Source: an optimization exercise on an open RTL-to-GDS flow (aim: small area, a short achievable clock period and few clock cycles per item). Production flows keep margins and buffers that such runs may drop.
RTL that was checked went through simulation tests only; none was proved equivalent to the original.
Power is estimated from default activity; no workload was simulated.

Setup of the previous run:
==> flow/design.v <==
`timescale 1ns / 1ps
package stfm_pkg;
  localparam int FREQ_W   = 26;
  localparam int TIME_W   = 32;
  localparam int MODE_LSB = 3;
  localparam logic [FREQ_W-1:0] FREQ_MAX = {FREQ_W{1'b1}};
  typedef enum logic [1:0] {
    CMD_WRITE = 2'd0,
    CMD_SYNC  = 2'd1,
    CMD_RESET = 2'd2,
    CMD_NOP   = 2'd3
  } cmd_code_t;
  typedef struct packed {
    logic [1:0]        command;
    logic [7:0]        latch_data;
    logic [TIME_W-1:0] cycle_time;
  } cmd_t;
  typedef struct packed {
    logic [FREQ_W-1:0] tone_frequency;
    logic [7:0]        latch_value;
    logic [1:0]        video_mode;
  } res_t;
  typedef struct packed {
    logic done;
    logic saturated;
  } div_status_t;
endpackage
`timescale 1ns / 1ps
`timescale 1ns / 1ps
module speaker_tone_frequency_meter_top #(
  parameter int CYCLES_PER_SECOND = 3546900
) (
  input  logic            clk,
  input  logic            rst,
  input  logic            cmd_valid,
  output logic            cmd_stall,
  input  logic [1:0]      cmd_command,
  input  logic [7:0]      cmd_latch_data,
  input  logic [31:0]     cmd_cycle_time,
  output logic            res_valid,
  input  logic            res_stall,
  output logic [25:0]     res_tone_frequency,
  output logic [7:0]      res_latch_value,
  output logic [1:0]      res_video_mode
);
  localparam int FW = stfm_pkg::FREQ_W;
  localparam int TW = stfm_pkg::TIME_W;
  localparam int PW = 59;
  localparam int LW = FW + 1;
  localparam int NW = 53;
  localparam int SK = 8;
  localparam logic [NW-1:0] HALF_RATE = NW'(CYCLES_PER_SECOND / 2);
  localparam int KB = $clog2(CYCLES_PER_SECOND / 2 + 1);
  localparam logic [NW-1:0] P_LAST    = NW'((64'(CYCLES_PER_SECOND / 2) << TW) -
                                            64'(CYCLES_PER_SECOND / 2));
  logic [7:0]     latch_byte;
  logic [TW-1:0]  last_toggle_time;
  logic [PW-1:0]  prod;
  logic [TW-1:0]  gap_acc;
  logic [FW-1:0]  frequency_reg;
  logic           rv;
  logic           busy;
  logic           div;
  logic           fix;
  logic           hold;
  logic           gcalc;
  logic           chk;
  logic           sat;
  logic [4:0]     cnt;
  logic           accept;
  logic           acc_w;
  logic           acc_s;
  logic           acc_r;
  logic           tog;
  logic           toggle;
  logic           t_nz;
  logic           t_nz_d;
  logic           back;
  logic [TW:0]    shifted;
  logic [TW:0]    add_b;
  logic           add_c;
  logic [TW+2:0]  add_w;
  logic [TW+1:0]  add_s;
  logic           ge;
  logic [TW-1:0]  rem_next;
  logic [TW+SK:0] g_or;
  logic           skip;
  logic           eligible;
  assign cmd_stall          = hold | (rv & res_stall);
  assign accept             = cmd_valid & ~cmd_stall;
  assign toggle             = cmd_latch_data[0] ^ latch_byte[0];
  assign t_nz               = t_nz_d;
  assign back               = cmd_cycle_time < last_toggle_time;
  assign res_valid          = rv;
  assign res_tone_frequency = frequency_reg;
  assign res_latch_value    = latch_byte;
  assign res_video_mode     = latch_byte[stfm_pkg::MODE_LSB +: 2];
  assign shifted  = prod[PW-1:LW-1];
  always_comb begin
    if (gcalc) begin
      add_b = {1'b0, last_toggle_time};
      add_c = 1'b1;
    end else if (div) begin
      add_b = ~shifted;
      add_c = 1'b0;
    end else if (fix) begin
      add_b = ~{last_toggle_time, 1'b0};
      add_c = 1'b1;
    end else begin
      add_b = {last_toggle_time, 1'b0};
      add_c = 1'b0;
    end
  end
  assign add_w    = {2'b0, gap_acc, 1'b1} + {1'b0, add_b, add_c};
  assign add_s    = add_w[TW+2:1];
  assign ge       = ~add_s[TW+1];
  assign rem_next = ge ? ~add_s[TW-1:0] : shifted[TW-1:0];
  always_comb begin
    g_or = '0;
    for (int i = TW - 1; i >= 0; i--) g_or[i] = g_or[i+1] | gap_acc[i];
  end
  assign skip     = (cnt > 5'(SK)) && g_or[SK] && ((prod[PW-1:LW] & ~g_or[TW+SK:SK+1]) == '0);
  assign eligible = t_nz && (prod[PW-1:KB] != '0);
  assign acc_w = accept && (cmd_command == 2'd0);
  assign acc_s = accept && (cmd_command == 2'd1);
  assign acc_r = accept && (cmd_command == 2'd2);
  assign tog   = acc_w && toggle;
  always_ff @(posedge clk) begin
    if (rst) begin
      latch_byte       <= '0;
      t_nz_d           <= 1'b0;
      frequency_reg    <= '0;
      rv               <= 1'b0;
      busy             <= 1'b0;
      div              <= 1'b0;
      fix              <= 1'b0;
      hold             <= 1'b0;
      gcalc            <= 1'b0;
      chk              <= 1'b0;
      sat              <= 1'b0;
    end else begin
      if (rv && !res_stall) rv <= 1'b0;
      if (fix) begin
        fix  <= 1'b0;
        hold <= 1'b0;
      end
      if (accept) begin
        rv <= 1'b1;
      end
      if (acc_w) begin
        latch_byte <= cmd_latch_data;
      end
      if (tog) begin
        t_nz_d           <= (cmd_cycle_time != '0);
        if (t_nz && back) begin
          fix  <= 1'b1;
          hold <= 1'b1;
        end
      end
      if (acc_s) begin
        if (eligible) begin
          busy  <= 1'b1;
          hold  <= 1'b1;
          gcalc <= 1'b1;
          rv    <= 1'b0;
        end else begin
          t_nz_d           <= 1'b0;
          frequency_reg    <= '0;
        end
      end
      if (gcalc) begin
        t_nz_d           <= 1'b0;
        gcalc            <= 1'b0;
        div              <= 1'b1;
        chk              <= 1'b1;
      end
      if (acc_r) begin
        latch_byte       <= '0;
        t_nz_d           <= 1'b0;
        frequency_reg    <= '0;
      end
      sat <= 1'b0;
      if (div) begin
        chk <= 1'b0;
        sat <= chk && ge;
        if (chk && gap_acc == '0) begin
          frequency_reg <= '0;
          busy          <= 1'b0;
          div           <= 1'b0;
          hold          <= 1'b0;
          rv            <= 1'b1;
        end else if (sat) begin
          frequency_reg <= stfm_pkg::FREQ_MAX;
          busy          <= 1'b0;
          div           <= 1'b0;
          hold          <= 1'b0;
          rv            <= 1'b1;
        end else if (cnt == 5'd1) begin
          frequency_reg <= {prod[FW-2:0], ge};
          busy          <= 1'b0;
          div           <= 1'b0;
          hold          <= 1'b0;
          rv            <= 1'b1;
        end
      end
    end
  end
  always_ff @(posedge clk) begin
    if (tog) begin
      last_toggle_time <= cmd_cycle_time;
    end
    if (tog && !t_nz) begin
      prod    <= '0;
      gap_acc <= ~cmd_cycle_time;
    end else begin
      if (tog) begin
        prod[NW-1:0] <= (prod[NW-1:0] == P_LAST) ? '0 : prod[NW-1:0] + HALF_RATE;
      end else if (div) begin
        if (skip) begin
          prod <= {prod[PW-SK-1:0], SK'(0)};
        end else begin
          prod <= {rem_next, prod[LW-2:0], ge};
        end
      end
      if ((tog && back) || fix || gcalc) begin
        gap_acc <= add_s[TW-1:0];
      end
    end
    if (!div) begin
      cnt <= 5'(LW);
    end else if (skip) begin
      cnt <= cnt - 5'(SK);
    end else begin
      cnt <= cnt - 5'd1;
    end
  end
endmodule
==> flow/config.mk <==
export PLATFORM = sky130hd
export DESIGN_NAME = speaker_tone_frequency_meter_top
export DESIGN_NICKNAME = speaker_tone_frequency_meter_top
export VERILOG_FILES = /design/flow/design.v
export SDC_FILE = /design/flow/constraint.sdc
export NUM_CORES = 4
export LEC_CHECK = 0
export CAP_MARGIN = 20
export CORE_MARGIN = 2
export CORE_UTILIZATION = 40
export SETUP_SLACK_MARGIN = 4.0
export SLEW_MARGIN = 20
==> flow/constraint.sdc <==
create_clock -name core_clock -period 8.0 [get_ports {clk}]
set_input_delay 1.6000 -clock core_clock [delete_from_list [all_inputs] [get_ports {clk}]]
set_output_delay 1.6000 -clock core_clock [all_outputs]
set_load 0.01 [all_outputs]
standard.sh (not shown) runs the stock make flow with config.mk's settings and CLKGATE_MAP_FILE= SYNTH_SCRIPT=/design/flow/synth_recipe.tcl, a recipe that flattens the netlist after the stock synthesis.
==> flow/flow/run.sh <==
#!/bin/bash
# The standard layout, with plain buffers (buf_2) as the port buffers that
# global placement inserts. Make's full output goes to make.log here; each
# ORFS step keeps its own log under orfs/logs/.
set -euo pipefail
bash standard.sh "BUFFER_PORTS_ARGS=-buffer_cell sky130_fd_sc_hd__buf_2" finish > make.log 2>&1
Changes in the current run relative to the previous run:
-- flow/design.v --
<<< the previous run, line 61
  logic           rv;
  logic           busy;
  logic           div;
  logic           fix;
  logic           hold;
>>> the current run, line 61
  logic           rv;
  logic           busy;
  logic           fix;
  logic           hold;
<<< the previous run, line 101
      add_b = {1'b0, last_toggle_time};
      add_c = 1'b1;
    end else if (div) begin
      add_b = ~shifted;
      add_c = 1'b0;
>>> the current run, line 100
      add_b = {1'b0, last_toggle_time};
      add_c = 1'b1;
    end else if (busy) begin
      add_b = ~shifted;
      add_c = 1'b0;
<<< the previous run, line 133
      rv               <= 1'b0;
      busy             <= 1'b0;
      div              <= 1'b0;
      fix              <= 1'b0;
      hold             <= 1'b0;
>>> the current run, line 132
      rv               <= 1'b0;
      busy             <= 1'b0;
      fix              <= 1'b0;
      hold             <= 1'b0;
<<< the previous run, line 172
        t_nz_d           <= 1'b0;
        gcalc            <= 1'b0;
        div              <= 1'b1;
        chk              <= 1'b1;
      end
>>> the current run, line 170
        t_nz_d           <= 1'b0;
        gcalc            <= 1'b0;
        chk              <= 1'b1;
      end
<<< the previous run, line 181
      end
      sat <= 1'b0;
      if (div) begin
        chk <= 1'b0;
        sat <= chk && ge;
>>> the current run, line 178
      end
      sat <= 1'b0;
      if (busy && !gcalc) begin
        chk <= 1'b0;
        sat <= chk && ge;
<<< the previous run, line 187
          frequency_reg <= '0;
          busy          <= 1'b0;
          div           <= 1'b0;
          hold          <= 1'b0;
          rv            <= 1'b1;
>>> the current run, line 184
          frequency_reg <= '0;
          busy          <= 1'b0;
          hold          <= 1'b0;
          rv            <= 1'b1;
<<< the previous run, line 193
          frequency_reg <= stfm_pkg::FREQ_MAX;
          busy          <= 1'b0;
          div           <= 1'b0;
          hold          <= 1'b0;
          rv            <= 1'b1;
>>> the current run, line 189
          frequency_reg <= stfm_pkg::FREQ_MAX;
          busy          <= 1'b0;
          hold          <= 1'b0;
          rv            <= 1'b1;
<<< the previous run, line 199
          frequency_reg <= {prod[FW-2:0], ge};
          busy          <= 1'b0;
          div           <= 1'b0;
          hold          <= 1'b0;
          rv            <= 1'b1;
>>> the current run, line 194
          frequency_reg <= {prod[FW-2:0], ge};
          busy          <= 1'b0;
          hold          <= 1'b0;
          rv            <= 1'b1;
<<< the previous run, line 216
      if (tog) begin
        prod[NW-1:0] <= (prod[NW-1:0] == P_LAST) ? '0 : prod[NW-1:0] + HALF_RATE;
      end else if (div) begin
        if (skip) begin
          prod <= {prod[PW-SK-1:0], SK'(0)};
>>> the current run, line 210
      if (tog) begin
        prod[NW-1:0] <= (prod[NW-1:0] == P_LAST) ? '0 : prod[NW-1:0] + HALF_RATE;
      end else if (busy && !gcalc) begin
        if (skip) begin
          prod <= {prod[PW-SK-1:0], SK'(0)};
<<< the previous run, line 227
      end
    end
    if (!div) begin
      cnt <= 5'(LW);
    end else if (skip) begin
>>> the current run, line 221
      end
    end
    if (!busy || gcalc) begin
      cnt <= 5'(LW);
    end else if (skip) begin
Results
Compared with the previous run, in the current run cell area after placement comparable, count of clock-net buffers in the final layout now smaller.
Summary of the comparison: count of unique library cells instantiated by Yosys is higher in the current run, relative to the previous run.
Synthesized-area fraction occupied by adder cells of the current run is on par with the previous run.
Largest net degree at the start of global routing: the current run > the previous run
Compared with the previous run, the current run shows cell area lower by 0.61%.
The current run consumes more power than the previous run does.
Overall track demand over capacity in global routing: the current run lower than the previous run
Comparing the two runs side by side, the current run comes out behind the previous run on worst hold slack.
Non-clock buffer count went down slightly going from the previous run to the current run.
The current run vs the previous run: post-route met1 wirelength down slightly
Any difference in post-synthesis instance area between the current run and the previous run is small enough to ignore.
Testbench counts of the current run, summed over its fixed seeds: cycles 14,295, items 8,330.
For the previous run, only the layout was checked, not whether the RTL still works.

==> static timing again, ports no longer ideal <==
No port has a modelled driver above. Below, the same layouts with a new extraction and two added sets of constraints. Step 1 sets driving cells, clkbuf_16 on the clock port and buf_2 on the other inputs (assumed; they add their load-dependent delay and slew). Step 2 moves the port delays by t, midway between the first and last clock arrival at a register: inputs arrive t later, outputs are due t later. That takes back most of the time a late clock gives input paths. Three values: ideal ports, drivers, drivers and shift; two values: the first two.
run	t, ns	setup slack, ns	worst setup path after step 2	slew at the worst register clock pin (ns)
the previous run	0.508	4.088 / 4.107 / 3.599	input to register	0.08 / 0.08
the current run	0.496	4.182 / 4.178 / 3.724	input to register	0.08 / 0.08
After both steps setup and hold are still met in every run listed. For the previous run, which loses most, drivers alone change the setup slack by +0.019 ns; drivers and shift together by -0.489 ns.
